Context: an optimization exercise on an open-source flow, tuned for small area and a short achievable clock period. The choices shown serve that exercise and are no tape-out recipe.
No run shown here included a check of the RTL's function; only the layout flow was run.
No activity file was given, so power comes from the tool's default toggle rates.

==> design.v <==
package exec_pkg;
    localparam int IMM_W       = 16;
    localparam int LINK_OFFSET = 8;
    localparam int SLOT_OFFSET = 4;
    typedef logic [31:0] word_t;
    typedef logic [4:0]  reg_idx_t;
    typedef enum logic [3:0] {
        ADD,
        ADDU,
        SUB,
        SUBU,
        AND,
        OR,
        XOR,
        NOR,
        SLT,
        SLTU,
        SLL,
        SRL,
        SRA,
        LUI
    } alu_op_e;
    typedef enum logic [2:0] {
        BEQ,
        BNE,
        BGEZ,
        BGTZ,
        BLEZ,
        BLTZ
    } branch_e;
    typedef enum logic [1:0] {
        MSIZE1,
        MSIZE2,
        MSIZE4
    } msize_e;
    typedef enum logic [1:0] {
        CM_NONE,
        CM_MOVZ,
        CM_MOVN
    } cmove_e;
    typedef struct packed {
        alu_op_e alu_op;
        logic    imm_src;
        logic    zero_ext;
        logic    shamt_valid;
        logic    memtoreg;
        logic    memwrite;
        msize_e  msize;
        logic    regwrite;
        logic    tne;
        cmove_e  cmove;
        logic    is_link;
        logic    branch;
        branch_e branch_type;
        logic    jump;
        logic    jr;
    } ctl_t;
    typedef struct packed {
        logic overflow;
        logic adel;
        logic ades;
        logic trap;
    } exc_t;
    typedef struct packed {
        logic  bypass;
        word_t data;
    } bypass_t;
    typedef struct packed {
        logic             valid;
        word_t            pc;
        word_t            raw_instr;
        word_t            rd1;
        word_t            rd2;
        logic [IMM_W-1:0] imm;
        reg_idx_t         rdst;
        ctl_t             ctl;
        logic             pre_taken;
        word_t            pre_pc;
        logic             in_exc;
    } issue_t;
    typedef struct packed {
        logic     valid;
        word_t    pc;
        word_t    alu_out;
        word_t    srca;
        word_t    srcb;
        reg_idx_t rdst;
        logic     regwrite;
        logic     memtoreg;
        logic     memwrite;
        msize_e   msize;
        exc_t     exc;
    } result_t;
    function automatic word_t ext_imm(logic [IMM_W-1:0] imm, logic zero_ext);
        if (zero_ext) begin
            ext_imm = {{(32-IMM_W){1'b0}}, imm};
        end else begin
            ext_imm = {{(32-IMM_W){imm[IMM_W-1]}}, imm};
        end
    endfunction
    function automatic logic misaligned(msize_e size, logic [1:0] addr_lo);
        misaligned = ((size == exec_pkg::MSIZE2) && addr_lo[0]) || ((size == exec_pkg::MSIZE4) && (addr_lo != 2'b00));
    endfunction
endpackage
`timescale 1ns/1ps
module exec_alu (
    input  exec_pkg::word_t   a_i,
    input  exec_pkg::word_t   b_i,
    input  exec_pkg::alu_op_e op_i,
    output logic              arith_sel_o,
    output exec_pkg::word_t   arith_o,
    output exec_pkg::word_t   other_o,
    output logic              is_cmp_o,
    output logic [1:0]        y_lo_nc_o,
    output logic              ovf_if_set_o,
    output logic              ovf_if_clr_o
);
    logic        sub;
    logic        is_addsub;
    logic        is_cmp;
    logic [31:0] bx;
    logic [33:0] sum_c;
    logic [32:0] sum;
    logic        slt;
    logic        sltu;
    logic        cmp;
    logic [4:0]  shamt;
    logic        is_sll;
    logic        fill;
    logic [31:0] sh_in;
    logic [31:0] sh0, sh1, sh2, sh3, sh4;
    logic [31:0] sh_rev;
    assign is_addsub = (op_i[3:2] == 2'b00);
    assign is_cmp    = (op_i[3:1] == 3'b100);
    assign sub = (op_i[3:1] == 3'b001) || is_cmp;
    assign bx  = b_i ^ {32{sub}};
    assign sum_c = {1'b0, a_i, 1'b1} + {1'b0, bx, sub};
    assign sum   = sum_c[33:1];
    logic ovf_op;
    assign ovf_op       = is_addsub && !op_i[0] && (a_i[31] == bx[31]);
    assign ovf_if_set_o = ovf_op && !a_i[31];
    assign ovf_if_clr_o = ovf_op && a_i[31];
    assign slt  = (a_i[31] ^ b_i[31]) ? a_i[31] : sum[31];
    assign sltu = !sum[32];
    assign cmp  = op_i[0] ? sltu : slt;
    assign arith_sel_o = is_addsub || is_cmp;
    assign arith_o     = is_cmp ? {31'b0, cmp} : sum[31:0];
    assign shamt  = a_i[4:0];
    assign is_sll = (op_i == exec_pkg::SLL);
    assign fill   = (op_i == exec_pkg::SRA) && b_i[31];
    always_comb begin
        for (int i = 0; i < 32; i++) begin
            sh_in[i] = is_sll ? b_i[31-i] : b_i[i];
        end
        sh0 = shamt[0] ? {{1{fill}},  sh_in[31:1]}  : sh_in;
        sh1 = shamt[1] ? {{2{fill}},  sh0[31:2]}    : sh0;
        sh2 = shamt[2] ? {{4{fill}},  sh1[31:4]}    : sh1;
        sh3 = shamt[3] ? {{8{fill}},  sh2[31:8]}    : sh2;
        sh4 = shamt[4] ? {{16{fill}}, sh3[31:16]}   : sh3;
        for (int i = 0; i < 32; i++) begin
            sh_rev[i] = sh4[31-i];
        end
    end
    always_comb begin
        case (op_i)
            exec_pkg::AND:  other_o = a_i & bx;
            exec_pkg::OR:   other_o = a_i | bx;
            exec_pkg::XOR:  other_o = a_i ^ bx;
            exec_pkg::NOR:  other_o = ~(a_i | bx);
            exec_pkg::SLL:  other_o = sh_rev;
            exec_pkg::SRL,
            exec_pkg::SRA:  other_o = sh4;
            exec_pkg::LUI:  other_o = {b_i[15:0], 16'b0};
            default:        other_o = '0;
        endcase
    end
    assign is_cmp_o  = is_cmp;
    assign y_lo_nc_o = is_addsub ? sum[1:0] : other_o[1:0];
endmodule
`timescale 1ns/1ps
module branch_resolve (
    input  exec_pkg::issue_t  issue_i,
    input  exec_pkg::bypass_t bypass_a_i,
    input  exec_pkg::word_t   rs_i,
    input  logic              rs_eq_rt_i,
    input  exec_pkg::word_t   pc8_i,
    output logic              cond_o,
    output logic              redirect_o,
    output exec_pkg::word_t   target_o
);
    exec_pkg::ctl_t  ctl;
    logic        rs_zero;
    logic        rs_neg;
    logic        tk_eq;
    logic        tk_ne;
    logic        taken;
    logic [29:0] br_word;
    logic [31:0] br_target;
    logic [3:0]  slot_hi;
    logic [31:0] j_target;
    logic [31:0] jmp_target;
    logic        is_jmp;
    logic        pre_taken;
    logic        eq_pc8;
    logic        eq_rs;
    logic        eq_j;
    logic        eq_jmp;
    exec_pkg::word_t tgt_taken;
    exec_pkg::word_t tgt_not;
    logic        red_taken;
    logic        red_not;
    assign ctl       = issue_i.ctl;
    assign pre_taken = issue_i.pre_taken;
    assign is_jmp    = ctl.jump || ctl.jr;
    assign rs_zero = bypass_a_i.bypass ? (bypass_a_i.data == '0) : (issue_i.rd1 == '0);
    assign rs_neg  = rs_i[31];
    function automatic logic br_taken(logic [2:0] bt, logic eq, logic neg, logic zero);
        case (bt)
            3'd0:    br_taken = eq;
            3'd1:    br_taken = !eq;
            3'd2:    br_taken = !neg;
            3'd3:    br_taken = !neg && !zero;
            3'd4:    br_taken = neg || zero;
            3'd5:    br_taken = neg;
            default: br_taken = 1'b0;
        endcase
    endfunction
    assign tk_eq = br_taken(ctl.branch_type, 1'b1, rs_neg, rs_zero);
    assign tk_ne = br_taken(ctl.branch_type, 1'b0, rs_neg, rs_zero);
    assign taken = rs_eq_rt_i ? tk_eq : tk_ne;
    assign cond_o = ctl.branch && taken;
    assign br_word   = issue_i.pc[31:2] + {{14{issue_i.raw_instr[15]}}, issue_i.raw_instr[15:0]} + 30'd1;
    assign br_target = {br_word, issue_i.pc[1:0]};
    assign slot_hi   = issue_i.pc[31:28] + {3'b000, &issue_i.pc[27:2]};
    assign j_target  = {slot_hi, issue_i.raw_instr[25:0], 2'b00};
    always_comb begin
        if (ctl.jr) begin
            jmp_target = rs_i;
        end else if (ctl.jump) begin
            jmp_target = j_target;
        end else begin
            jmp_target = '0;
        end
    end
    assign tgt_taken = (ctl.branch && !pre_taken) ? br_target : jmp_target;
    assign tgt_not   = (ctl.branch && pre_taken)  ? pc8_i     : jmp_target;
    assign target_o  = taken ? tgt_taken : tgt_not;
    logic [28:0] inc_x, inc_y, inc_d;
    logic [28:0] inc_ok;
    assign inc_x = issue_i.pc[31:3];
    assign inc_y = issue_i.pre_pc[31:3];
    assign inc_d = inc_x ^ inc_y;
    assign inc_ok[0] = inc_d[0];
    for (genvar i = 1; i < 29; i++) begin : g_inc
        assign inc_ok[i] = inc_d[i] == (inc_x[i-1] && !inc_y[i-1]);
    end
    assign eq_pc8 = (&inc_ok) && (issue_i.pre_pc[2:0] == issue_i.pc[2:0]);
    assign eq_rs  = (issue_i.pre_pc == rs_i);
    logic       slot_carry;
    logic [3:0] pc_hi_inc;
    assign slot_carry = &issue_i.pc[27:2];
    assign pc_hi_inc  = issue_i.pc[31:28] + 4'd1;
    assign eq_j = (issue_i.pre_pc[27:0] == {issue_i.raw_instr[25:0], 2'b00}) &&
                  (slot_carry ? (issue_i.pre_pc[31:28] == pc_hi_inc)
                              : (issue_i.pre_pc[31:28] == issue_i.pc[31:28]));
    assign eq_jmp = ctl.jr ? eq_rs : eq_j;
    assign red_taken = issue_i.valid &&
                       ((ctl.branch && !pre_taken) ||
                        (is_jmp && !(pre_taken && eq_jmp)));
    assign red_not   = issue_i.valid &&
                       ((ctl.branch && pre_taken) ||
                        (is_jmp && !(pre_taken && (ctl.branch ? eq_pc8 : eq_jmp))));
    assign redirect_o = taken ? red_taken : red_not;
endmodule
`timescale 1ns/1ps
module exec_lane (
    input  exec_pkg::issue_t  issue_i,
    input  exec_pkg::bypass_t bypass_a_i,
    input  exec_pkg::bypass_t bypass_b_i,
    output exec_pkg::word_t   rs_o,
    output exec_pkg::word_t   rt_o,
    output logic              rs_eq_rt_o,
    output exec_pkg::word_t   pc8_o,
    output logic              arith_sel_o,
    output exec_pkg::word_t   arith_o,
    output exec_pkg::word_t   other_o,
    output logic              regwrite_o,
    output logic              addr_bad_nc_o,
    output logic              addr_cmp_o,
    output logic              ovf_if_set_o,
    output logic              ovf_if_clr_o,
    output logic              trap_o
);
    exec_pkg::ctl_t  ctl;
    exec_pkg::word_t rs;
    exec_pkg::word_t rt;
    exec_pkg::word_t imm_ext;
    exec_pkg::word_t op_a;
    exec_pkg::word_t op_b;
    logic            alu_arith_sel;
    exec_pkg::word_t alu_other;
    logic [1:0]      y_lo_nc;
    logic            is_cmp;
    logic            rt_zero;
    logic            cm_fail;
    assign ctl = issue_i.ctl;
    assign rs = bypass_a_i.bypass ? bypass_a_i.data : issue_i.rd1;
    assign rt = bypass_b_i.bypass ? bypass_b_i.data : issue_i.rd2;
    assign rs_o = rs;
    assign rt_o = rt;
    assign rs_eq_rt_o = (rs == rt);
    assign rt_zero    = (rt == '0);
    assign imm_ext = exec_pkg::ext_imm(issue_i.imm, ctl.zero_ext);
    assign op_a = ctl.shamt_valid ? {27'b0, issue_i.raw_instr[10:6]} : rs;
    assign op_b = ctl.imm_src ? imm_ext : rt;
    exec_alu i_alu (
        .a_i         (op_a),
        .b_i         (op_b),
        .op_i        (ctl.alu_op),
        .arith_sel_o (alu_arith_sel),
        .arith_o     (arith_o),
        .other_o     (alu_other),
        .is_cmp_o    (is_cmp),
        .y_lo_nc_o   (y_lo_nc),
        .ovf_if_set_o(ovf_if_set_o),
        .ovf_if_clr_o(ovf_if_clr_o)
    );
    assign pc8_o       = {issue_i.pc[31:3] + 29'd1, issue_i.pc[2:0]};
    assign arith_sel_o = alu_arith_sel && !ctl.is_link;
    assign other_o     = ctl.is_link ? pc8_o : alu_other;
    assign addr_bad_nc_o = exec_pkg::misaligned(ctl.msize, y_lo_nc);
    assign addr_cmp_o    = is_cmp && ((ctl.msize == exec_pkg::MSIZE2) || (ctl.msize == exec_pkg::MSIZE4));
    always_comb begin
        case (ctl.cmove)
            exec_pkg::CM_MOVZ: cm_fail = !rt_zero;
            exec_pkg::CM_MOVN: cm_fail = rt_zero;
            default:           cm_fail = 1'b0;
        endcase
    end
    assign regwrite_o = ctl.regwrite && !cm_fail;
    assign trap_o     = ctl.tne && rs_eq_rt_o;
endmodule
`timescale 1ns/1ps
module exec_stage (
    input  logic            clk,
    input  logic            rst_i,
    input  logic [411:0]    issue_i,
    input  logic [65:0]     bypass_a_i,
    input  logic [65:0]     bypass_b_i,
    output logic [285:0]    result_o,
    output logic            redirect_o,
    output exec_pkg::word_t redirect_pc_o,
    output logic            branch_cond_o
);
    exec_pkg::issue_t  iss0;
    exec_pkg::issue_t  iss1;
    exec_pkg::bypass_t byp_a0;
    exec_pkg::bypass_t byp_a1;
    exec_pkg::bypass_t byp_b0;
    exec_pkg::bypass_t byp_b1;
    exec_pkg::word_t rs0, rt0, pc8_0, arith0, other0;
    exec_pkg::word_t rs1, rt1, pc8_1, arith1, other1;
    logic            asel0, asel1;
    logic            eq0, rw0, bnc0, acmp0, ovs0, ovc0, trap0;
    logic            eq1, rw1, bnc1, acmp1, ovs1, ovc1, trap1;
    logic            br_cond;
    logic            br_redirect;
    exec_pkg::word_t br_target;
    assign iss0   = issue_i[205:0];
    assign iss1   = issue_i[411:206];
    assign byp_a0 = bypass_a_i[32:0];
    assign byp_a1 = bypass_a_i[65:33];
    assign byp_b0 = bypass_b_i[32:0];
    assign byp_b1 = bypass_b_i[65:33];
    exec_lane i_lane0 (
        .issue_i    (iss0),
        .bypass_a_i (byp_a0),
        .bypass_b_i (byp_b0),
        .rs_o       (rs0),
        .rt_o       (rt0),
        .rs_eq_rt_o (eq0),
        .pc8_o      (pc8_0),
        .arith_sel_o(asel0),
        .arith_o    (arith0),
        .other_o    (other0),
        .regwrite_o (rw0),
        .addr_bad_nc_o(bnc0),
        .addr_cmp_o (acmp0),
        .ovf_if_set_o(ovs0),
        .ovf_if_clr_o(ovc0),
        .trap_o     (trap0)
    );
    exec_lane i_lane1 (
        .issue_i    (iss1),
        .bypass_a_i (byp_a1),
        .bypass_b_i (byp_b1),
        .rs_o       (rs1),
        .rt_o       (rt1),
        .rs_eq_rt_o (eq1),
        .pc8_o      (pc8_1),
        .arith_sel_o(asel1),
        .arith_o    (arith1),
        .other_o    (other1),
        .regwrite_o (rw1),
        .addr_bad_nc_o(bnc1),
        .addr_cmp_o (acmp1),
        .ovf_if_set_o(ovs1),
        .ovf_if_clr_o(ovc1),
        .trap_o     (trap1)
    );
    branch_resolve i_branch (
        .issue_i    (iss1),
        .bypass_a_i (byp_a1),
        .rs_i       (rs1),
        .rs_eq_rt_i (eq1),
        .pc8_i      (pc8_1),
        .cond_o     (br_cond),
        .redirect_o (br_redirect),
        .target_o   (br_target)
    );
    logic            v0_q, v1_q;
    logic            redirect_q, cond_q;
    exec_pkg::word_t pc0_q, arith0_q, other0_q, srca0_q, srcb0_q;
    exec_pkg::word_t pc1_q, arith1_q, other1_q, srca1_q, srcb1_q;
    logic            asel0_q, asel1_q;
    logic [4:0]      rdst0_q, rdst1_q;
    logic [1:0]      msize0_q, msize1_q;
    logic            rw0_q, mtr0_q, mw0_q, bnc0_q, acmp0_q, ovs0_q, ovc0_q, trap0_q;
    logic            rw1_q, mtr1_q, mw1_q, bnc1_q, acmp1_q, ovs1_q, ovc1_q, trap1_q;
    logic            x1_q;
    exec_pkg::word_t target_q;
    always_ff @(posedge clk) begin
        if (rst_i) begin
            v0_q       <= 1'b0;
            v1_q       <= 1'b0;
            redirect_q <= 1'b0;
            cond_q     <= 1'b0;
        end else begin
            v0_q       <= iss0.valid;
            v1_q       <= iss1.valid;
            redirect_q <= br_redirect;
            cond_q     <= br_cond;
        end
    end
    always_ff @(posedge clk) begin
        pc0_q    <= iss0.pc;
        asel0_q  <= asel0;
        arith0_q <= arith0;
        other0_q <= other0;
        srca0_q  <= rs0;
        srcb0_q  <= rt0;
        rdst0_q  <= iss0.rdst;
        msize0_q <= iss0.ctl.msize;
        rw0_q    <= rw0;
        mtr0_q   <= iss0.ctl.memtoreg;
        mw0_q    <= iss0.ctl.memwrite;
        bnc0_q   <= bnc0;
        acmp0_q  <= acmp0;
        ovs0_q   <= ovs0;
        ovc0_q   <= ovc0;
        trap0_q  <= trap0;
        pc1_q    <= iss1.pc;
        asel1_q  <= asel1;
        arith1_q <= arith1;
        other1_q <= other1;
        srca1_q  <= rs1;
        srcb1_q  <= rt1;
        rdst1_q  <= iss1.rdst;
        msize1_q <= iss1.ctl.msize;
        rw1_q    <= rw1;
        mtr1_q   <= iss1.ctl.memtoreg;
        mw1_q    <= iss1.ctl.memwrite;
        bnc1_q   <= bnc1;
        acmp1_q  <= acmp1;
        ovs1_q   <= ovs1;
        ovc1_q   <= ovc1;
        trap1_q  <= trap1;
        x1_q     <= iss1.in_exc || trap1;
        target_q <= br_target;
    end
    logic l1_exc;
    logic bad0, bad1, ovf0, ovf1;
    assign bad0 = acmp0_q ? arith0_q[0] : bnc0_q;
    assign bad1 = acmp1_q ? arith1_q[0] : bnc1_q;
    assign ovf0 = arith0_q[31] ? ovs0_q : ovc0_q;
    assign ovf1 = arith1_q[31] ? ovs1_q : ovc1_q;
    logic adel0, ades0, adel1, ades1;
    assign adel0  = mtr0_q && bad0;
    assign ades0  = mw0_q && bad0;
    assign adel1  = mtr1_q && bad1;
    assign ades1  = mw1_q && bad1;
    assign l1_exc = v1_q && (x1_q || ovf1 || ((mtr1_q || mw1_q) && bad1));
    exec_pkg::result_t out0;
    exec_pkg::result_t out1;
    always_comb begin
        out0.valid        = v0_q && !(v1_q && ovf1);
        out0.pc           = pc0_q;
        out0.alu_out      = asel0_q ? arith0_q : other0_q;
        out0.srca         = srca0_q;
        out0.srcb         = srcb0_q;
        out0.rdst         = rdst0_q;
        out0.regwrite     = rw0_q;
        out0.memtoreg     = mtr0_q && !bad0 && !l1_exc;
        out0.memwrite     = mw0_q && !bad0 && !l1_exc;
        out0.msize        = exec_pkg::msize_e'(msize0_q);
        out0.exc.overflow = ovf0;
        out0.exc.adel     = adel0;
        out0.exc.ades     = ades0;
        out0.exc.trap     = trap0_q;
        out1.valid        = v1_q;
        out1.pc           = pc1_q;
        out1.alu_out      = asel1_q ? arith1_q : other1_q;
        out1.srca         = srca1_q;
        out1.srcb         = srcb1_q;
        out1.rdst         = rdst1_q;
        out1.regwrite     = rw1_q;
        out1.memtoreg     = mtr1_q && !bad1;
        out1.memwrite     = mw1_q && !bad1;
        out1.msize        = exec_pkg::msize_e'(msize1_q);
        out1.exc.overflow = ovf1;
        out1.exc.adel     = adel1;
        out1.exc.ades     = ades1;
        out1.exc.trap     = trap1_q;
    end
    assign result_o      = {out1, out0};
    assign redirect_o    = redirect_q;
    assign redirect_pc_o = target_q;
    assign branch_cond_o = cond_q;
endmodule
==> flow/run.sh <==
#!/bin/bash
# The standard layout, except that the port buffers are plain buf_1
# cells instead of the delay cells buffer_ports picks by default. The
# make output goes to standard.log here; ORFS writes each step's log
# under orfs/logs.
set -euo pipefail
bash standard.sh BUFFER_PORTS_ARGS="-buffer_cell sky130_fd_sc_hd__buf_1" finish > standard.log 2>&1
==> standard.sh <==
#!/bin/bash
# synth_recipe.tcl (not shown) runs the flow's synth.tcl, then flattens the netlist and writes it again
# the make line also repeats each setting of config.mk as NAME=value (left out here)
make -C /OpenROAD-flow-scripts/flow DESIGN_CONFIG=/design/flow/config.mk WORK_HOME=/design/flow/orfs CLKGATE_MAP_FILE= SYNTH_SCRIPT=/design/flow/synth_recipe.tcl "${@:-finish}"
==> config.mk <==
export PLATFORM = sky130hd
export DESIGN_NAME = exec_stage
export DESIGN_NICKNAME = exec_stage
export VERILOG_FILES = /design/flow/design.v
export SDC_FILE = /design/flow/constraint.sdc
export NUM_CORES = 4
export LEC_CHECK = 0
export ABC_AREA = 1
export CAP_MARGIN = 20
export CORE_MARGIN = 2
export CORE_UTILIZATION = 40
export SETUP_SLACK_MARGIN = 2.5
export SLEW_MARGIN = 20
==> constraint.sdc <==
create_clock -name core_clock -period 6.0 [get_ports {clk}]
set_input_delay 1.2000 -clock core_clock [delete_from_list [all_inputs] [get_ports {clk}]]
set_output_delay 1.2000 -clock core_clock [all_outputs]
set_load 0.01 [all_outputs]
==> flow_summary.ini, run 1 <==
[global_route]
grt_pass1_vias = 38000
grt_pass1_wl_microns = 259000
antenna_found_initial = 16
grt.total_usage = 0.413
grt_max_degree = 51
gr-total-overflow = 0

[placement]
portBuffers = 792
hpwl_microns = 148000
gp_congestion = 1.04

[timing]
fmax_mhz = 266
period_minus_slack_ps = 3760
slew_headroom = 0.394
final_max_slew_viol_count = 0
worst_pin_slew_ps = 909
rsz0062_at_grt = yes
tns_ps = 0
hold_viol_final = 0
fin_crit_sh = 0.627
setup_viol = 0

[finish]
drive_gt1_frac = 0.160
synthToLayoutAreaGrowth_pct = 33.0
final_cell_mix = 1166 x nand2_1, 796 x nand3_1, 769 x buf_1
nNetsFinal = 6921
fin_util = 0.536
layout_commonest_cell = nand2_1

[synth]
syn_area_per_cell_sq_um = 6.26
yosysWarnings = 4
netlist_area_sq_mm = 0.0331
synthCells = 5283
yosys_register_bits = 389
async_reset_ff_frac = 0
synth-edff-count = 0
synth_nets = 6028
synth_seq_area_share = 0.235
synthFlopType = dfxtp_1
ys_types = 59

[worst_setup_path]
cp-end-kind = flop
cp.required_ps = 6470
critPathMaxFanout = 2
crit_end = redirect_q
crit_type = input pin to flop
cp-startpoint = issue_i[382]
cp.arrival_ps = 4240
start_kind = input pin

[clocking]
cts-htree-levels = 2
clk_pin_slew_ps = 60
cts_buffers = 45
cts_tree = built
cts.path.max_buffers = 3
cts.sinks = 389
cts_root_buf = clkbuf_16
cts_hold_buf = 0

[die]
ios = 866
die_y_microns = 292
die-area_sq_mm = 0.0850
die_w_microns = 292
core_sq_mm = 0.0820
initial_utilization = 0.403
fp-row-count = 105

[min_path]
hold_path.class = input pin to flop

[route]
num_vias = 42400
viasPerCell = 5.81
routed_wl_microns = 189000
firstDrtPassIters = 8
drc = 0
wl_per_cell_microns = 25.9
drt-initial-drc-count = 5906
ant_nets = 0

[outcome]
status = complete, no violations

[pwr]
p_total_mw = 10.6
ir_worst_vdd_uv = 210
p_leak_nw = 20.1
power.density_mw_per_mm2 = 241

[flow_run]
drv_cap = 0
==> cells in the mapped netlist (5+ instances only) <==
master        n  area, sq um
dfxtp_1     389         7790
a21o_1       11         82.6
a31oi_1      21          131
o22ai_1      51          319
buf_2        44          220
a21oi_1     222         1110
and2_1       17          106
mux2i_1       6         60.1
o211ai_1     17          128
buf_1        25         93.8
a21oi_2       5         43.8
o211ai_2      8          100
a22oi_1       7         52.6
a221oi_1     20          175
nor3_1       54          270
nor2_1      388         1460
clkinv_1      5         18.8
o21ai_2      24          210
or2_2        55          344
ha_1        198         2480
nand4_1      49          307
o2111ai_1     5         43.8
o21ai_0     263         1320
o21a_1       26          195
mux2_2       67          754
xnor2_1      75          657
o21bai_1     13         97.6
inv_1       641         2410
buf_4        20          150
nand3b_1      6         45.0
buf_6         8         90.1
o21ai_1      41          205
a22o_1       14          123
nor4_1       44          275
xor2_1      120         1050
nand2_1    1283         4820
a2111oi_0    28          245
nand3_1     832         4160
clkbuf_1    127          477
a211oi_1     19          143
==> routing by layer <==
metal,wire length (microns),vias up,global-route usage,part of all wire
li1,-,19300,-,-
met4,8290,6,0.154,0.044
met1,79200,19800,0.577,0.42
met5,46,-,0,0.00024
met3,23700,417,0.110,0.13
met2,77800,2788,0.601,0.41
==> registers in the layout, summed over array words and instances (netlist names), 2 cells and up <==
signal and flops:
other0_q 32, pc0_q 32, target_q 32, pc1_q 32, arith0_q 32, other1_q 32
rdst0_q 5, rdst1_q 5, msize0_q 2, srca1_q 32, srcb1_q 32, msize1_q 2
srca0_q 32, srcb0_q 32, arith1_q 32
==> how the worst min path moves through the flow <==
stage / start / end / slack, ps / cells past startpoint
after detailed placement: issue_i[253] / mw1_q / 1300 / 1
after global routing: issue_i[48] / mtr0_q / 660 / 1
final: issue_i[253] / mw1_q / 670 / 1
after global placement: issue_i[264] / rdst1_q[2] / 1290 / 1
after CTS: issue_i[266] / rdst1_q[4] / 650 / 1
after floorplan: issue_i[45] / msize0_q[0] / 1230 / 0
==> timing repair <==
action	in CTS	in global routing
gates resized for setup	268	442
buffers inserted	45	91
endpoints found under the setup margin	174	120
pin swaps	40	118
gates cloned	7	13
==> worst max-delay path, cell delays in order <==
cell and delay [ps]:
buf_1 80, buf_6 130, inv_4 40, nor2_4 100, nand3_4 100, nor2_4 110
nand2_1 60, nor2_2 110, nand4_1 150, nor2_2 230, nand3_2 120, nor4_2 240
ha_1 330, xor2_2 190, nor4_2 160, nand2_1 90, nor2_1 90, nand2_1 80
nor2_1 100, nand3_1 80, nand2_1 70, a21oi_2 70, nor2_4 220, nor2_2 60
==> where the power goes <==
part / internal, mW / leakage, nW / switching, mW / total (mW)
combinational: 1.62 / 16.1 / 3.17 / 4.79
clock: 1.52 / 0.688 / 1.24 / 2.77
sequential: 2.92 / 3.27 / 0.110 / 3.03
total: 6.06 / 20.1 / 4.53 / 10.6
==> metrics by stage <==
| stage | area (sq um) | worst slack (ps) | instances | hold slack [ps] |
|---|---|---|---|---|
| floorplan | 33800 | 2310 | 5283 | 1230 |
| global placement | 37800 | 938 | 7043 | 1290 |
| detailed placement | 37800 | 932 | 7043 | 1300 |
| CTS | 40800 | 2250 | 7177 | 652 |
| global route | 44000 | 2030 | 7286 | 664 |
| finish | 44000 | 2240 | 7288 | 674 |
==> logic make-up after synthesis <==
group	share of synthesized area
fa+ha+maj	0.0755
mux	0.0246
compound gates	0.148
flops	0.235
buf+inv	0.106
xor+xnor	0.0516
simple gates	0.359
==> area by class of cell <==
cell class	instances	area, sq um
multi-input cells	4024	25100
flip-flops and latches	389	7790
diodes	7	17.5
inverters	650	2510
well taps	1070	1340
clock inverters	24	230
fillers	8529	38000
clock buffers	58	1200
repair inverters	1	7.51
repair buffers	1065	5790
==> run 2, diff against run 1 <==
--- a/config.mk
+++ b/config.mk
@@ -13 +13,2 @@
 export SLEW_MARGIN = 20
+export SYNTH_HIERARCHICAL = 1
==> flow_summary.ini, run 2 <==
[route]
drt-initial-drc-count = 5257
viasPerCell = 5.67
wl_per_cell_microns = 26.5
drc = 0
num_vias = 44600
firstDrtPassIters = 8
routed_wl_microns = 208000
ant_nets = 0

[worst_setup_path]
cp.arrival_ps = 4120
crit_type = input pin to flop
start_kind = input pin
critical_path.cell_chain = buf_1 > nor2_4 > nand2_1 > buf_4 > clkinv_1 > a221oi_1 > nand3_1 > nand2_1 > nand2_1
crit_family = buffers and inverters
cp.required_ps = 6550
slowest_delay_ps = 830
cp.buffers_inverters = 3
crit_path_frequent_cell = nand2_1
cp-end-kind = flop
cp_slowest_cell = a221oi_1
critPathMaxFanout = 17

[flow_run]
drv_cap = 0

[die]
ios = 866
die_w_microns = 299
fp-row-count = 108
die-area_sq_mm = 0.0894
die_y_microns = 299
core_sq_mm = 0.0865
initial_utilization = 0.403

[clocking]
cts_buffers = 47
cts.path.max_buffers = 3
cts_root_buf = clkbuf_16
cts.sinks = 389
cts_tree = built
cts-htree-levels = 2
clk_pin_slew_ps = 60
cts_hold_buf = 0

[timing]
fmax_mhz = 280
period_minus_slack_ps = 3570
setup_viol = 0
hold_viol_final = 0
worst_pin_slew_ps = 999
final_max_slew_viol_count = 0
fin_ws_ps = 2430
slew_headroom = 0.333
tns_ps = 0
fin_crit_sh = 0.594
rsz0062_at_grt = yes

[finish]
nNetsFinal = 7372
drive_gt1_frac = 0.143
fillCellCount = 9140
final_cell_mix = 1850 x nand2_1, 759 x buf_1, 701 x inv_1
layout_commonest_cell = nand2_1
synthToLayoutAreaGrowth_pct = 28.9

[pwr]
ir_worst_vdd_uv = 238
power.density_mw_per_mm2 = 248
p_total_mw = 11.1
p_leak_nw = 21.4

[synth]
yosysWarnings = 10
synthCells = 5852
syn_area_per_cell_sq_um = 5.95
netlist_area_sq_mm = 0.0348
synth_nets = 6565

[placement]
portBuffers = 792
pre_cts_ws_ps = 845
hpwl_microns = 168000
gp_congestion = 1.08

[global_route]
grt.total_usage = 0.438
busiest_layer = met2
antenna_found_initial = 34
gr-total-overflow = 0
use_met2 = 0.687
grt.met3_usage = 0.0970
grt_pass1_wl_microns = 284000
grt_max_degree = 72
grt_pass1_vias = 40200
use_met1 = 0.521

[min_path]
hold_path.class = input pin to flop

[outcome]
status = complete, no violations
-- run 2: cell type report --
class	count	area, sq um	share of cell area
multi-input combinational	4453	25800	0.574
sequential	389	7790	0.174
tap	1155	1450	0.0322
timing repair inverter	4	28.8	0.000641
timing repair buffer	1009	5200	0.116
inverter	755	2920	0.0651
clock buffer	62	1310	0.0292
clock inverter	25	350	0.00781
antenna	20	50.0	0.00112
-- run 2: what timing repair did --
item	in CTS	in global routing
setup buffers	44	58
cloned	11	9
setup endpoints to repair	161	139
resized for setup	364	324
pin swaps	52	76
-- run 2: metal layers --
| metal | up-vias | share of wire |
|---|---|---|
| met1 | 20600 | 0.37 |
| met2 | 2755 | 0.43 |
| met4 | 22 | 0.095 |
| met3 | 716 | 0.10 |
| li1 | 20600 | - |
| met5 | - | 0.00058 |
-- run 2: stage by stage --
step	cells	util	hold slack, ps	area, sq um
2_1_floorplan	5852	-	1230	35500
3_3_place_gp	7643	0.453	1290	39100
3_5_place_dp	7643	0.453	1290	39100
4_1_cts	7785	0.496	594	42900
5_1_grt	7857	0.518	609	44800
6_report	7872	0.519	619	44900
-- run 2: path summary, 6_finish.rpt --
check               startpoint  depth (start not counted)  slack (ps)           end
setup / recovery  issue_i[258]                          9        2430  other1_q[30]
hold / removal     issue_i[60]                          1         620    rdst0_q[4]
-- run 2: power breakdown --
group / leakage (nW) / switching (mW) / total (mW) / internal (mW)
combinational: 17.3 / 3.32 / 4.92 / 1.59
sequential: 3.27 / 0.175 / 3.09 / 2.92
clock: 0.807 / 1.34 / 3.13 / 1.79
total: 21.4 / 4.84 / 11.1 / 6.29
==> run 3, diff against run 2 <==
--- a/design.v
+++ b/design.v
@@ -165,6 +165,6 @@
         case (op_i)
-            exec_pkg::AND:  other_o = a_i & bx;
-            exec_pkg::OR:   other_o = a_i | bx;
-            exec_pkg::XOR:  other_o = a_i ^ bx;
-            exec_pkg::NOR:  other_o = ~(a_i | bx);
+            exec_pkg::AND:  other_o = a_i & b_i;
+            exec_pkg::OR:   other_o = a_i | b_i;
+            exec_pkg::XOR:  other_o = a_i ^ b_i;
+            exec_pkg::NOR:  other_o = ~(a_i | b_i);
             exec_pkg::SLL:  other_o = sh_rev;
--- a/config.mk
+++ b/config.mk
@@ -13,2 +13 @@
 export SLEW_MARGIN = 20
-export SYNTH_HIERARCHICAL = 1
==> flow_summary.ini, run 3 <==
[outcome]
status = complete, no violations

[timing]
final_max_slew_viol_count = 0
hold_viol_final = 0
fin_crit_sh = 0.615
fmax_mhz = 271
worst_pin_slew_ps = 1170
period_minus_slack_ps = 3690
tns_ps = 0
setup_viol = 0
slew_headroom = 0.217
fin_ws_ps = 2310
rsz0062_at_grt = yes

[placement]
pre_cts_ws_ps = 1070
portBuffers = 792
gp_congestion = 1.10
hpwl_microns = 154000

[clocking]
cts_tree = built
cts_hold_buf = 0
cts_root_buf = clkbuf_16
cts.path.max_buffers = 3
cts_buffers = 46
cts.sinks = 389
clk_pin_slew_ps = 70
cts-htree-levels = 2

[die]
die_y_microns = 292
fp-row-count = 105
ios = 866
core_sq_mm = 0.0821
initial_utilization = 0.404
die_w_microns = 292
die-area_sq_mm = 0.0853

[global_route]
grt_pass1_vias = 38000
antenna_found_initial = 24
grt.total_usage = 0.422
gr-total-overflow = 0
grt_pass1_wl_microns = 264000
grt_max_degree = 44

[synth]
synth_nets = 6025
yosys-top-cells-count = 1356 x nand2_1, 731 x nand3_1, 576 x inv_1
synth-edff-count = 0
synthCells = 5222
yosysWarnings = 4
async_reset_ff_frac = 0
synthFlopType = dfxtp_1
yosys_register_bits = 389
syn_area_per_cell_sq_um = 6.36
synth.top_cell.area_share = 0.235
ys_types = 62
synth_most_common_cell = nand2_1
synth_top_area_cell = dfxtp_1
synth_seq_area_share = 0.235
netlist_area_sq_mm = 0.0332
synth_area_leaders = dfxtp_1 23%, nand2_1 15%, nand3_1 11%, ha_1 9.6%, inv_1 6.5%

[route]
viasPerCell = 5.81
num_vias = 42000
drc = 0
routed_wl_microns = 191000
ant_nets = 0
firstDrtPassIters = 9
wl_per_cell_microns = 26.4
drt-initial-drc-count = 5766

[finish]
synthToLayoutAreaGrowth_pct = 27.8
nNetsFinal = 6927
layout_commonest_cell = nand2_1
fin_util = 0.517
multi_input_area_sq_mm = 0.0238
fillCellCount = 8592
final_cell_mix = 1279 x nand2_1, 774 x buf_1, 722 x nand3_1
drive_gt1_frac = 0.139
register_area_sq_mm = 0.00779

[min_path]
hold_path.class = input pin to flop

[worst_setup_path]
crit_type = input pin to flop
crit_family = buffers and inverters
critical_path.cell_chain = buf_1 > inv_1 > nand2_1 > buf_4 > inv_1 > a22oi_1 > nor2_1 > a21oi_1 > a21oi_1
cp.required_ps = 6500
critPathMaxFanout = 25
start_kind = input pin
cp-end-kind = flop
cp.buffers_inverters = 4
slowest_delay_ps = 670
cp.arrival_ps = 4190
cp_slowest_cell = inv_1

[pwr]
power.density_mw_per_mm2 = 243
ir_worst_vdd_uv = 188
p_leak_nw = 20.0

[flow_run]
drv_cap = 0
-- run 3: cell families (layout without fill, tap and decap cells) --
family | after synthesis | after routing | synth area share
other | 0 | 8 | 0
multiplexers | 71 | 71 | 0.0239
AO/OA/AOI/OAI | 829 | 829 | 0.150
flip-flops | 389 | 389 | 0.235
AND/OR/NAND/NOR | 2659 | 2660 | 0.343
buffers and inverters | 822 | 1759 | 0.0997
adder cells (fa/ha/maj) | 257 | 257 | 0.0971
XOR/XNOR | 195 | 195 | 0.0514
-- run 3: layout make-up --
class / instances / share of cell area
tap: 1070 / 0.0316
clock inverter: 20 / 0.00492
sequential: 389 / 0.184
clock buffer: 64 / 0.0316
inverter: 596 / 0.0540
timing repair buffer: 1077 / 0.134
antenna: 8 / 0.000472
multi-input combinational: 4012 / 0.560
timing repair inverter: 2 / 0.000354
-- run 3: worst paths after layout --
| path | from | to | slack, ps | cells after the start |
|---|---|---|---|---|
| setup / recovery | issue_i[240] | target_q[25] | 2310 | 9 |
| hold / removal | issue_i[263] | rdst1_q[1] | 700 | 1 |
-- run 3: metal layers --
metal  wire, microns  vias up  global-route usage
met2           76900     2842               0.606
met5              64        -                   0
li1                -    19200                   -
met4            8840        8               0.168
met3           25000      439               0.119
met1           80300    19600               0.589
-- run 3: stage by stage --
| step | hold slack [ps] | std cells | power [mW] | area [sq um] |
|---|---|---|---|---|
| floorplan | 1230 | 5222 | 5.38 | 33700 |
| global placement | 1290 | 7013 | 6.94 | 37900 |
| detailed placement | 1300 | 7013 | 6.93 | 37900 |
| CTS | 671 | 7144 | 9.95 | 40600 |
| global route | 682 | 7237 | 10.8 | 42400 |
| finish | 700 | 7238 | 10.3 | 42400 |
-- run 3: where the power goes --
part,internal (mW),leakage [nW],total [mW],switching (mW)
registers,2.92,3.27,3.05,0.130
clock network,1.66,0.764,2.91,1.25
logic,1.40,16.0,4.37,2.96
-- run 3: what timing repair did --
action,CTS,global route
gates resized for setup,212,257
cloned,2,11
endpoints found under the hold margin,0,0
pin swaps,33,60
buffers inserted,45,74
setup endpoints to repair,154,135
==> run 4, diff against run 3 <==
--- a/config.mk
+++ b/config.mk
@@ -13 +13,2 @@
 export SLEW_MARGIN = 20
+export SYNTH_HIERARCHICAL = 1
==> flow_summary.ini, run 4 <==
[outcome]
status = complete, no violations

[clocking]
cts_hold_buf = 0
cts_buffers = 44
cts_root_buf = clkbuf_16
cts.sinks = 389
cts.path.max_buffers = 3
clk_pin_slew_ps = 60
cts-htree-levels = 2
cts_tree = built

[die]
core_sq_mm = 0.0882
die_y_microns = 302
ios = 866
die-area_sq_mm = 0.0912
initial_utilization = 0.403
fp-row-count = 109
die_w_microns = 302

[worst_setup_path]
cp-startpoint = bypass_a_i[32]
cp.arrival_ps = 4120
start_kind = input pin
crit_type = input pin to flop
critPathMaxFanout = 15
cp.required_ps = 6520
cp-end-kind = flop

[min_path]
worstHoldStart = issue_i[59]
hold_end = rdst0_q[3]
hold_path.class = input pin to flop
whs_path_depth = 1

[timing]
hold_viol_final = 0
tns_ps = 0
period_minus_slack_ps = 3600
final_max_slew_viol_count = 0
setup_viol = 0
fmax_mhz = 278
fin_crit_sh = 0.599
hold_slack_ps = 657
rsz0062_at_grt = yes
slew_headroom = 0.241
worst_pin_slew_ps = 1130

[route]
ant_nets = 0
drc = 0
firstDrtPassIters = 8
wl_per_cell_microns = 28.2
drt-initial-drc-count = 5866
routed_wl_microns = 223000
num_vias = 45700
viasPerCell = 5.78

[finish]
multi_input_area_sq_mm = 0.0263
synthToLayoutAreaGrowth_pct = 29.2
layout_commonest_cell = nand2_1
drive_gt1_frac = 0.161
register_area_sq_mm = 0.00779
fin_util = 0.520
final_cell_mix = 1792 x nand2_1, 761 x buf_1, 644 x nand3_1
nNetsFinal = 7474
fillCellCount = 9246
fin_area_sq_mm = 0.0459

[global_route]
grt.total_usage = 0.460
antenna_found_initial = 35
grt_pass1_vias = 40800
grt_max_degree = 51
grt_pass1_wl_microns = 298000
gr-total-overflow = 0

[placement]
placed_area_sq_mm = 0.0400
gp_congestion = 1.09
hpwl_microns = 178000
portBuffers = 792

[synth]
yosysWarnings = 10
syn_area_per_cell_sq_um = 6.14
synth_nets = 6571
synthCells = 5788
netlist_area_sq_mm = 0.0355

[pwr]
p_clk_frac = 0.262
p_leak_nw = 22.0
combPwrFrac = 0.461
p_seq_frac = 0.277
internal_power_mw = 6.19
p_sw_mw = 4.91
power.density_mw_per_mm2 = 242
netSwitchingFraction = 0.443
ir_worst_vdd_uv = 249

[flow_run]
drv_cap = 0
run 4: worst max path at each step:
stage                         endpoint  slack (ps)  cells past startpoint
after floorplan            arith0_q[0]        2450                     19
after detailed placement   target_q[2]         930                     18
after CTS                 arith1_q[24]        2420                     21
after global routing      arith1_q[30]        2390                     22
final                     other0_q[22]        2400                     13
after global placement    target_q[29]         980                     19
run 4: area by class of cell:
cell class,count,share of cell area
timing repair buffer,1102,0.133
timing repair inverter,11,0.00188
clock buffer,56,0.0261
tap,1165,0.0317
sequential,389,0.170
antenna,23,0.00125
clock inverter,25,0.00719
multi-input combinational,4478,0.572
inverter,665,0.0570
run 4: critical path, stage by stage:
cell and delay, ps:
buf_6 140, clkbuf_16 200, nand2_1 70, o21ai_1 130, nor2_1 460, inv_1 100
ha_1 300, nand2_1 60, o21ai_0 100, a211oi_1 730, nand3_1 350, nand2_1 190
nand2_1 70
run 4: layer usage:
metal	up-vias	global-route usage	wire length, microns	share of wire
li1	20800	-	-	-
met1	21200	0.556	82600	0.37
met2	3015	0.680	92100	0.41
met3	709	0.144	27800	0.12
met4	28	0.353	20300	0.091
met5	-	0	172	0.00077
run 4: power by group through the flow:
stage / Clock [mW] / Sequential [mW] / Combinational (mW)
after global routing: 3.01 / 3.09 / 5.37
final: 2.91 / 3.07 / 5.12
after detailed placement: 0 / 3.12 / 4.22
after global placement: 0 / 3.11 / 4.23
after floorplan: 0 / 3.12 / 2.39
after CTS: 2.92 / 3.07 / 4.52
run 4: repair_timing:
item                       CTS  global route
setup endpoints to repair  160           152
gates cloned                17            12
gates resized for setup    371           427
setup buffers               42            79
pin swaps                   36            86
run 4: stage by stage:
step	cells	power, mW	setup slack, ps
5_1_grt	7899	11.5	2390
4_1_cts	7800	10.5	2420
6_report	7914	11.1	2400
2_1_floorplan	5788	5.51	2450
3_3_place_gp	7660	7.34	981
3_5_place_dp	7660	7.34	935
==> run 5, diff against run 4 <==
--- a/config.mk
+++ b/config.mk
@@ -8,3 +8,3 @@
 export ABC_AREA = 1
-export CAP_MARGIN = 20
+export CAP_MARGIN = 50
 export CORE_MARGIN = 2
@@ -12,3 +12,4 @@
 export SETUP_SLACK_MARGIN = 2.5
-export SLEW_MARGIN = 20
+export SLEW_MARGIN = 50
 export SYNTH_HIERARCHICAL = 1
+export SYNTH_MINIMUM_KEEP_SIZE = 1000
==> flow_summary.ini, run 5 <==
[clocking]
cts.sinks = 389
cts_buffers = 47
cts_tree = built
cts-htree-levels = 2
cts_root_buf = clkbuf_16
cts.path.max_buffers = 3
clk_pin_slew_ps = 60

[route]
firstDrtPassIters = 7
drt-initial-drc-count = 5343
num_vias = 41300
drc = 0
ant_nets = 0
viasPerCell = 5.66
wl_per_cell_microns = 24.4
routed_wl_microns = 178000

[global_route]
antenna_found_initial = 11
grt_pass1_wl_microns = 247000
grt_pass1_vias = 36600
gr-total-overflow = 0
grt.total_usage = 0.384
grt_max_degree = 49

[timing]
final_max_slew_viol_count = 0
worst_pin_slew_ps = 758
fmax_mhz = 287
fin_crit_sh = 0.581
period_minus_slack_ps = 3490
fin_ws_ps = 2510
rsz0062_at_grt = yes
slew_headroom = 0.493
setup_viol = 0
tns_ps = 0
hold_viol_final = 0
hold_slack_ps = 665

[worst_setup_path]
critPathMaxFanout = 5
crit_path_frequent_cell = nand3_1
cp_slowest_cell = fa_1
critical_path.cell_chain = buf_2 > inv_1 > ha_1 > inv_1 > fa_1 > nand3_1 > nand3_1 > a21boi_2 > o21ai_0 > nand2_1 > nand3_1 > nand2_1 > nand3_1 > a31oi_2
slowest_delay_ps = 430
cp.arrival_ps = 4020
crit_type = input pin to flop
cp.required_ps = 6530
start_kind = input pin
cp-end-kind = flop

[die]
initial_utilization = 0.402
die_y_microns = 296
core_sq_mm = 0.0849
fp-row-count = 107
die-area_sq_mm = 0.0877
ios = 866
die_w_microns = 296

[placement]
pre_cts_ws_ps = 982
gp_congestion = 1.07
placedCellCount = 7158
portBuffers = 792
hpwl_microns = 144000

[synth]
yosysWarnings = 10
syn_area_per_cell_sq_um = 6.36
synth_nets = 6148
netlist_area_sq_mm = 0.0341
synthCells = 5369

[pwr]
power.density_mw_per_mm2 = 250
ir_worst_vdd_uv = 220
p_total_mw = 10.5
p_leak_nw = 19.7

[min_path]
whs_path_depth = 1
hold_path.class = input pin to flop

[outcome]
status = complete, no violations

[finish]
nNetsFinal = 6890
instances_no_fill = 7300
layout_commonest_cell = nand2_1
final_cell_mix = 1341 x nand2_1, 816 x nand3_1, 777 x buf_1
fillCellCount = 9050
synthToLayoutAreaGrowth_pct = 23.4
drive_gt1_frac = 0.127

[flow_run]
drv_cap = 0
run 5: final timing paths:
kind	from	slack, ps	to
max	issue_i[381]	2510	target_q[26]
min	issue_i[60]	670	rdst0_q[4]
run 5: routing by layer:
layer  routed length, microns  global-route usage  part of all wire
met1                    77200               0.559              0.43
met2                    73800               0.561              0.42
met3                    22000              0.0929              0.12
met4                     4870              0.0930             0.027
met5                       13                   0          0.000073
run 5: cell type report:
class | instances | area [sq um] | area share
antenna | 6 | 15.0 | 0.000357
clock inverter | 26 | 365 | 0.00868
multi-input combinational | 4189 | 24600 | 0.584
clock buffer | 62 | 1340 | 0.0319
tap | 1144 | 1430 | 0.0340
inverter | 571 | 2270 | 0.0540
sequential | 389 | 7790 | 0.185
timing repair inverter | 5 | 37.5 | 0.000891
timing repair buffer | 908 | 4260 | 0.101
run 5: where the power goes:
part           internal (mW)  total [mW]  switching (mW)
registers               2.93        3.07           0.143
logic                   1.36        4.29            2.93
clock network           1.86        3.16            1.30
total                   6.16        10.5            4.37
run 5: timing repair:
item	CTS	global route
pin swaps	5	20
setup buffers	7	25
gates cloned	4	11
setup endpoints to repair	136	120
resized for setup	145	315
hold buffers	0	0
run 5: worst max-delay path: cells and delay by family:
kind                     cells  cell delay [ps]
buffers and inverters        3              460
adder cells (fa/ha/maj)      2              760
AND/OR/NAND/NOR              6              700
AO/OA/AOI/OAI                3              890
run 5: per-stage QoR:
stage / area, sq um / utilization
5_1_grt: 42100 / 0.496
3_3_place_gp: 37900 / 0.447
4_1_cts: 40400 / 0.476
6_report: 42100 / 0.496
2_1_floorplan: 34200 / -
3_5_place_dp: 38100 / 0.449
==> run 6, diff against run 5 <==
--- a/config.mk
+++ b/config.mk
@@ -11,2 +11,3 @@
 export CORE_UTILIZATION = 40
+export PLACE_DENSITY = 0.75
 export SETUP_SLACK_MARGIN = 2.5
==> flow_summary.ini, run 6 <==
[route]
firstDrtPassIters = 9
num_vias = 42400
wl_per_cell_microns = 24.8
routed_wl_microns = 181000
viasPerCell = 5.80
ant_nets = 0
drt-initial-drc-count = 5778
drc = 0

[die]
die_w_microns = 296
ios = 866
core_sq_mm = 0.0849
initial_utilization = 0.402
die_y_microns = 296
die-area_sq_mm = 0.0877
fp-row-count = 107

[worst_setup_path]
critPathMaxFanout = 34
crit_family = buffers and inverters
start_kind = input pin
crit_type = input pin to flop
cp-end-kind = flop
critical_path.cell_chain = clkbuf_4 > buf_12 > o21ai_1 > xnor2_1 > nor4b_2 > nand3_1 > nor3_1 > nand4_1 > inv_1 > inv_2 > o31ai_2 > o21ai_4 > nand3_4 > buf_12 > buf_4 > o211ai_2 > o21ai_1
cp.required_ps = 6480
cp.buffers_inverters = 6
cp-startpoint = bypass_a_i[65]
slowest_delay_ps = 420
cp.arrival_ps = 3980
cp_slowest_cell = o21ai_1

[timing]
tns_ps = 0
rsz0062_at_grt = yes
setup_viol = 0
slew_headroom = 0.416
fin_crit_sh = 0.584
period_minus_slack_ps = 3510
worst_pin_slew_ps = 876
final_max_slew_viol_count = 0
hold_viol_final = 0
fmax_mhz = 285

[placement]
portBuffers = 792
placed_area_sq_mm = 0.0381
hpwl_microns = 144000
gp_congestion = 1.12

[clocking]
cts-htree-levels = 2
cts_buffers = 46
cts_root_buf = clkbuf_16
cts_hold_buf = 0
cts.sinks = 389
cts.path.max_buffers = 3
clk_pin_slew_ps = 60
cts_tree = built

[synth]
synth_nets = 6148
synthCells = 5369
netlist_area_sq_mm = 0.0341
syn_area_per_cell_sq_um = 6.36
yosysWarnings = 10

[flow_run]
drv_cap = 0

[outcome]
status = complete, no violations

[global_route]
antenna_found_initial = 24
gr-total-overflow = 0
grt_pass1_vias = 37300
grt_pass1_wl_microns = 249000
grt_max_degree = 49
grt.total_usage = 0.386

[min_path]
hold_path.class = input pin to flop
worstHoldStart = issue_i[47]

[finish]
layout_commonest_cell = nand2_1
final_cell_mix = 1325 x nand2_1, 821 x nand3_1, 765 x buf_1
fin_area_sq_mm = 0.0422
fillCellCount = 8765
synthToLayoutAreaGrowth_pct = 23.7
nNetsFinal = 6902
drive_gt1_frac = 0.135

[pwr]
power.density_mw_per_mm2 = 248
p_leak_nw = 19.7
ir_worst_vdd_uv = 240
[run 6: area by class of cell]
type | instances | area (sq um) | area share
timing repair buffer | 915 | 4320 | 0.102
sequential | 389 | 7790 | 0.185
clock inverter | 27 | 345 | 0.00818
multi-input combinational | 4193 | 24700 | 0.586
antenna | 7 | 17.5 | 0.000415
tap | 1144 | 1430 | 0.0339
clock buffer | 57 | 1240 | 0.0294
timing repair inverter | 7 | 61.3 | 0.00145
inverter | 571 | 2280 | 0.0540
[run 6: metrics by stage]
| step | hold slack (ps) | setup WS, ps | std cells | power (mW) | utilization |
|---|---|---|---|---|---|
| global placement | 1290 | 897 | 7159 | 6.93 | 0.448 |
| global route | 675 | 2420 | 7305 | 10.9 | 0.497 |
| finish | 694 | 2490 | 7310 | 10.5 | 0.497 |
| floorplan | 1230 | 2480 | 5369 | 5.46 | - |
| CTS | 657 | 2410 | 7256 | 10.1 | 0.478 |
| detailed placement | 1290 | 947 | 7161 | 6.95 | 0.449 |
[run 6: what timing repair did]
action	CTS	global route
gates resized for setup	230	292
buffers inserted	5	32
cloned	6	15
endpoints found under the hold margin	0	0
endpoints found under the setup margin	132	116
pin swaps	11	29
[run 6: path summary, 6_finish.rpt]
kind                  endpoint  cells after the start  slack, ps
setup / recovery  target_q[30]                     17       2490
hold / removal           mw0_q                      1        690
[run 6: layer usage]
metal	share of wire	vias to the layer above	track usage
met5	0.00090	-	0
met4	0.061	20	0.192
met3	0.13	586	0.102
li1	-	19300	-
met1	0.40	19600	0.527
met2	0.40	2936	0.557
[run 6: power breakdown]
group          internal, mW  leakage (nW)  switching, mW
Clock                  1.71         0.771           1.26
Combinational          1.39          15.6           2.97
Sequential             2.93          3.27          0.187
==> run 7, diff against run 6 <==
--- a/config.mk
+++ b/config.mk
@@ -11,4 +11,3 @@
 export CORE_UTILIZATION = 40
-export PLACE_DENSITY = 0.75
-export SETUP_SLACK_MARGIN = 2.5
+export SETUP_SLACK_MARGIN = 2.65
 export SLEW_MARGIN = 50
==> flow_summary.ini, run 7 <==
[outcome]
status = complete, no violations

[route]
viasPerCell = 5.71
routed_wl_microns = 189000
ant_nets = 0
num_vias = 42200
wl_per_cell_microns = 25.6
firstDrtPassIters = 6
drc = 0
drt-initial-drc-count = 5358

[timing]
hold_viol_final = 0
slew_headroom = 0.477
final_max_slew_viol_count = 0
rsz0062_at_grt = yes
setup_viol = 0
period_minus_slack_ps = 3420
fmax_mhz = 293
hold_slack_ps = 674
fin_crit_sh = 0.570
worst_pin_slew_ps = 781
tns_ps = 0

[finish]
drive_gt1_frac = 0.170
synthToLayoutAreaGrowth_pct = 30.3
layout_commonest_cell = nand2_1
fin_util = 0.524
nNetsFinal = 6980
fillCellCount = 8897
register_area_sq_mm = 0.00779
multi_input_area_sq_mm = 0.0261
final_cell_mix = 1280 x nand2_1, 805 x nand3_1, 750 x buf_1

[placement]
hpwl_microns = 150000
gp_congestion = 1.03
portBuffers = 792

[synth]
syn_area_per_cell_sq_um = 6.36
yosysWarnings = 10
netlist_area_sq_mm = 0.0341
synthCells = 5369
synth_nets = 6148

[global_route]
grt_max_degree = 49
antenna_found_initial = 12
grt_pass1_wl_microns = 258000
grt_pass1_vias = 37300
grt.total_usage = 0.404
gr-total-overflow = 0

[die]
core_sq_mm = 0.0849
initial_utilization = 0.402
ios = 866
die_y_microns = 296
fp-row-count = 107
die-area_sq_mm = 0.0877
die_w_microns = 296

[worst_setup_path]
critPathMaxFanout = 12
cp.required_ps = 6510
start_kind = input pin
cp-end-kind = flop
crit_type = input pin to flop
cp.arrival_ps = 3930

[clocking]
cts_buffers = 45
cts.path.max_buffers = 3
cts.sinks = 389
cts_hold_buf = 0
clk_pin_slew_ps = 70
cts-htree-levels = 2
cts_root_buf = clkbuf_16
cts_tree = built

[flow_run]
drv_cap = 0

[pwr]
ir_worst_vdd_uv = 220
p_leak_nw = 20.6
p_total_mw = 10.7
power.density_mw_per_mm2 = 241

[min_path]
hold_path.class = input pin to flop
==> run 7: timing repair <==
action,in CTS,in global routing
buffers inserted,36,73
pin swaps,32,73
cloned,15,14
resized for setup,393,397
setup endpoints to repair,163,138
==> run 7: metrics by stage <==
step                      instances  setup WS (ps)  instance area [sq um]
final                          7386           2580                  44500
after global routing           7381           2440                  44500
after CTS                      7292           2600                  41900
after detailed placement       7160           1070                  38200
after global placement         7155           1050                  38100
after floorplan                5369           2540                  34400
==> run 7: where the power goes <==
part | switching [mW] | internal (mW)
Combinational | 3.18 | 1.57
Sequential | 0.131 | 2.93
Clock | 1.25 | 1.66
==> run 7: critical path, cell delays in order <==
cell	delay, ps
clkbuf_4	160
buf_12	150
buf_12	150
o21ai_0	240
buf_4	230
nor2_4	80
ha_2	400
nand2_1	140
nor2_2	170
inv_1	70
nor4_1	270
nand3_1	150
nand2_2	130
nand2_1	80
a21oi_1	200
a21oi_1	90
==> run 7: path summary, 6_finish.rpt <==
check,end,startpoint,depth (start not counted)
worst max-delay path,arith0_q[0],bypass_a_i[32],16
worst min-delay path,mw1_q,issue_i[253],1
==> run 7: metal layers <==
layer / vias up / global-route usage / wire length [microns]
met5: - / 0 / 40
met1: 20000 / 0.588 / 83500
met4: 6 / 0.105 / 5430
li1: 19400 / - / -
met3: 312 / 0.107 / 22300
met2: 2379 / 0.581 / 78000
==> run 7: layout make-up <==
| type | instances | area share |
|---|---|---|
| diodes | 7 | 0.000394 |
| well taps | 1144 | 0.0322 |
| clock inverters | 25 | 0.00700 |
| multi-input cells | 4193 | 0.586 |
| clock buffers | 56 | 0.0278 |
| flip-flops and latches | 389 | 0.175 |
| repair inverters | 6 | 0.00124 |
| repair buffers | 995 | 0.118 |
| inverters | 571 | 0.0521 |
==> run 8, diff against run 7 <==
--- a/config.mk
+++ b/config.mk
@@ -11,5 +11,3 @@
 export CORE_UTILIZATION = 40
-export SETUP_SLACK_MARGIN = 2.65
+export SETUP_SLACK_MARGIN = 2.5
 export SLEW_MARGIN = 50
-export SYNTH_HIERARCHICAL = 1
-export SYNTH_MINIMUM_KEEP_SIZE = 1000
==> flow_summary.ini, run 8 <==
[die]
ios = 866
die_y_microns = 292
initial_utilization = 0.404
core_sq_mm = 0.0821
die_w_microns = 292
die-area_sq_mm = 0.0853
fp-row-count = 105

[timing]
fmax_mhz = 286
period_minus_slack_ps = 3500
slew_headroom = 0.488
rsz0062_at_grt = yes
setup_viol = 0
final_max_slew_viol_count = 0
hold_slack_ps = 688
hold_viol_final = 0
tns_ps = 0
fin_crit_sh = 0.584
worst_pin_slew_ps = 761

[global_route]
gr-total-overflow = 0
grt_pass1_vias = 37900
antenna_found_initial = 25
grt.total_usage = 0.422
grt_pass1_wl_microns = 264000
grt_max_degree = 44

[synth]
netlist_area_sq_mm = 0.0332
synth_seq_area_share = 0.235
async_reset_ff_frac = 0
synth_most_common_cell = nand2_1
muxShareOfSynthArea = 0.0239
synth.top_cell.area_share = 0.235
synth_top_family_by_area = simple AND/OR/NAND/NOR gates
ys_types = 62
yosys_register_bits = 389
synthFlopType = dfxtp_1
synth_top_area_cell = dfxtp_1
syn_area_per_cell_sq_um = 6.36
synthCells = 5222
synthSimpleGateAreaFrac = 0.343
synthAdderAreaFrac = 0.0971
yosys-top-cells-count = 1356 x nand2_1, 731 x nand3_1, 576 x inv_1
synth_xor_area_frac = 0.0514
synth_area_leaders = dfxtp_1 23%, nand2_1 15%, nand3_1 11%, ha_1 9.6%, inv_1 6.5%
synth_nets = 6025
yosysWarnings = 4
synth-edff-count = 0
synth_compound_area_frac = 0.150

[clocking]
cts.sinks = 389
cts.path.max_buffers = 3
cts_hold_buf = 0
clk_pin_slew_ps = 60
cts-htree-levels = 2
cts_buffers = 47
cts_tree = built
cts_root_buf = clkbuf_16

[worst_setup_path]
critPathMaxFanout = 23
cp-startpoint = bypass_b_i[65]
crit_path_frequent_cell = nand2_1
critical_path.cell_chain = buf_12 > clkbuf_16 > o21ai_4 > nand2_2 > nand2_4 > xor2_2 > ha_4 > a21oi_1 > o21ai_2 > nand2_1 > nand3b_1 > nand3_2 > nand2_4 > a21boi_4 > inv_2 > nand2_1 > nand2_1 > o21ai_1 > a21oi_1
cp-end-kind = flop
crit_type = input pin to flop
cp.arrival_ps = 3980
cp_slowest_cell = a21boi_4
slowest_delay_ps = 250
crit_end = arith1_q[26]
cp.required_ps = 6480
start_kind = input pin

[pwr]
p_leak_nw = 19.8
ir_worst_vdd_uv = 213
power.density_mw_per_mm2 = 247

[placement]
hpwl_microns = 154000
gp_congestion = 1.10
portBuffers = 792

[finish]
nNetsFinal = 6905
layout_commonest_cell = nand2_1
final_cell_mix = 1270 x nand2_1, 777 x buf_1, 724 x nand3_1
synthToLayoutAreaGrowth_pct = 27.0
drive_gt1_frac = 0.137

[flow_run]
drv_cap = 0

[min_path]
hold_path.class = input pin to flop

[outcome]
status = complete, no violations

[route]
routed_wl_microns = 190000
firstDrtPassIters = 7
wl_per_cell_microns = 26.4
viasPerCell = 5.77
ant_nets = 0
drc = 0
num_vias = 41700
drt-initial-drc-count = 5506
## run 8: changes by cell type in the layout (fill, tap and decap cells not counted), moves of 31 or more
| cell | delta |
|---|---|
| nand3_1 | -81 |
| or2_1 | -33 |
| nor2_1 | -33 |
| a21oi_1 | +57 |
| nor2_4 | -37 |
| nand3_2 | -35 |
| buf_4 | +70 |
| nand2_4 | -38 |
| o21ai_0 | +46 |
| o21ai_1 | +31 |
| ha_1 | +47 |
## run 8: how the worst min path moves through the flow
stage / start / endpoint / slack, ps / depth (start not counted)
2_1_floorplan: issue_i[45] / msize0_q[0] / 1230 / 0
3_3_place_gp: issue_i[57] / rdst0_q[1] / 1290 / 1
3_5_place_dp: issue_i[48] / mtr0_q / 1300 / 1
4_1_cts: issue_i[56] / rdst0_q[0] / 660 / 1
5_1_grt: issue_i[262] / rdst1_q[0] / 680 / 1
6_report: issue_i[56] / rdst0_q[0] / 690 / 1
## run 8: cell type report
cell class              instances  area (sq um)
fillers                      8664         39900
diodes                         10          25.0
multi-input cells            4012         23700
inverters                     596          2290
clock inverters                25           310
repair buffers               1056          5390
clock buffers                  60          1280
well taps                    1070          1340
flip-flops and latches        389          7790
## run 8: kinds of logic after synthesis
kind of cell,Yosys count
and+or+nand+nor,2659
DFF,389
AOI/OAI and AO/OA,829
muxes,71
xor gates and xnor gates,195
buffers and inverters,822
adders and majority gates,257
## run 8: where the power goes
group          internal, mW  total, mW  leakage, nW  switching, mW
combinational          1.40       4.36         15.8           2.97
clock                  1.70       2.98        0.760           1.29
sequential             2.92       3.05         3.27          0.131
total                  6.02       10.4         19.8           4.38
## run 8: timing repair
| item | 4_1_cts | 5_1_grt |
|---|---|---|
| gates cloned | 1 | 6 |
| pin swaps | 34 | 66 |
| endpoints found under the setup margin | 151 | 132 |
| gates resized for setup | 175 | 264 |
| buffers inserted | 36 | 65 |
## run 8: metal layers
| metal | GRT usage | vias up | wire [microns] |
|---|---|---|---|
| li1 | - | 19200 | - |
| met2 | 0.608 | 2649 | 76900 |
| met4 | 0.166 | 10 | 8530 |
| met1 | 0.589 | 19400 | 80400 |
| met3 | 0.119 | 440 | 24300 |
| met5 | 0 | - | 76 |
## run 8: metrics by stage
stage / cells / utilization / total power, mW / instance area (sq um) / setup slack [ps]
global placement: 7013 / 0.462 / 6.94 / 37900 / 1050
detailed placement: 7015 / 0.463 / 6.94 / 38000 / 1140
floorplan: 5222 / - / 5.38 / 33700 / 2270
finish: 7218 / 0.513 / 10.4 / 42200 / 2500
global route: 7214 / 0.513 / 10.8 / 42200 / 2340
CTS: 7137 / 0.494 / 10.0 / 40500 / 2430
## run 8: worst max-delay path: cells and delay by family
kind	cells	cell delay [ps]
AOI/OAI and AO/OA	6	930
adders and majority gates	1	240
xor gates and xnor gates	1	180
and+or+nand+nor	8	1010
buffers and inverters	3	410

## separate check: timing with driven ports
The flow's constraints put no driver on any port. The routed layouts listed below were extracted and timed again, unchanged, in two steps.
Step 1, drivers: a clkbuf_16 drives clk and a buf_2 each remaining input, both assumed.
Step 2 adds t to the input delays and takes it off the output delays; t is the mean of the earliest and latest rising clock arrival at the registers after step 1. Input paths then give back, and output paths get back, about the clock's delay inside the block.
Slacks: ideal / step 1 / step 2; pairs: ideal / step 1.
run | t, ns | setup WS [ns] | hold WS [ns]
run 1 | 0.683 | 2.235 / 2.282 / 1.599 | 0.674 / 0.623 / 1.306
run 2 | 0.725 | 2.434 / 2.449 / 1.724 | 0.619 / 0.568 / 1.293
run 3 | 0.678 | 2.307 / 2.320 / 1.641 | 0.700 / 0.654 / 1.332
run 4 | 0.702 | 2.405 / 2.298 / 1.596 | 0.657 / 0.603 / 1.305
run 5 | 0.698 | 2.511 / 2.561 / 1.863 | 0.665 / 0.619 / 1.317
run 6 | 0.667 | 2.494 / 2.518 / 1.872 | 0.694 / 0.654 / 1.321
run 7 | 0.679 | 2.582 / 2.633 / 1.954 | 0.674 / 0.629 / 1.308
run 8 | 0.696 | 2.498 / 2.428 / 1.732 | 0.688 / 0.645 / 1.341
After both steps every run listed still meets setup and hold. For run 4, which loses most, drivers alone change the setup slack by -0.107 ns; drivers and shift together by -0.809 ns.
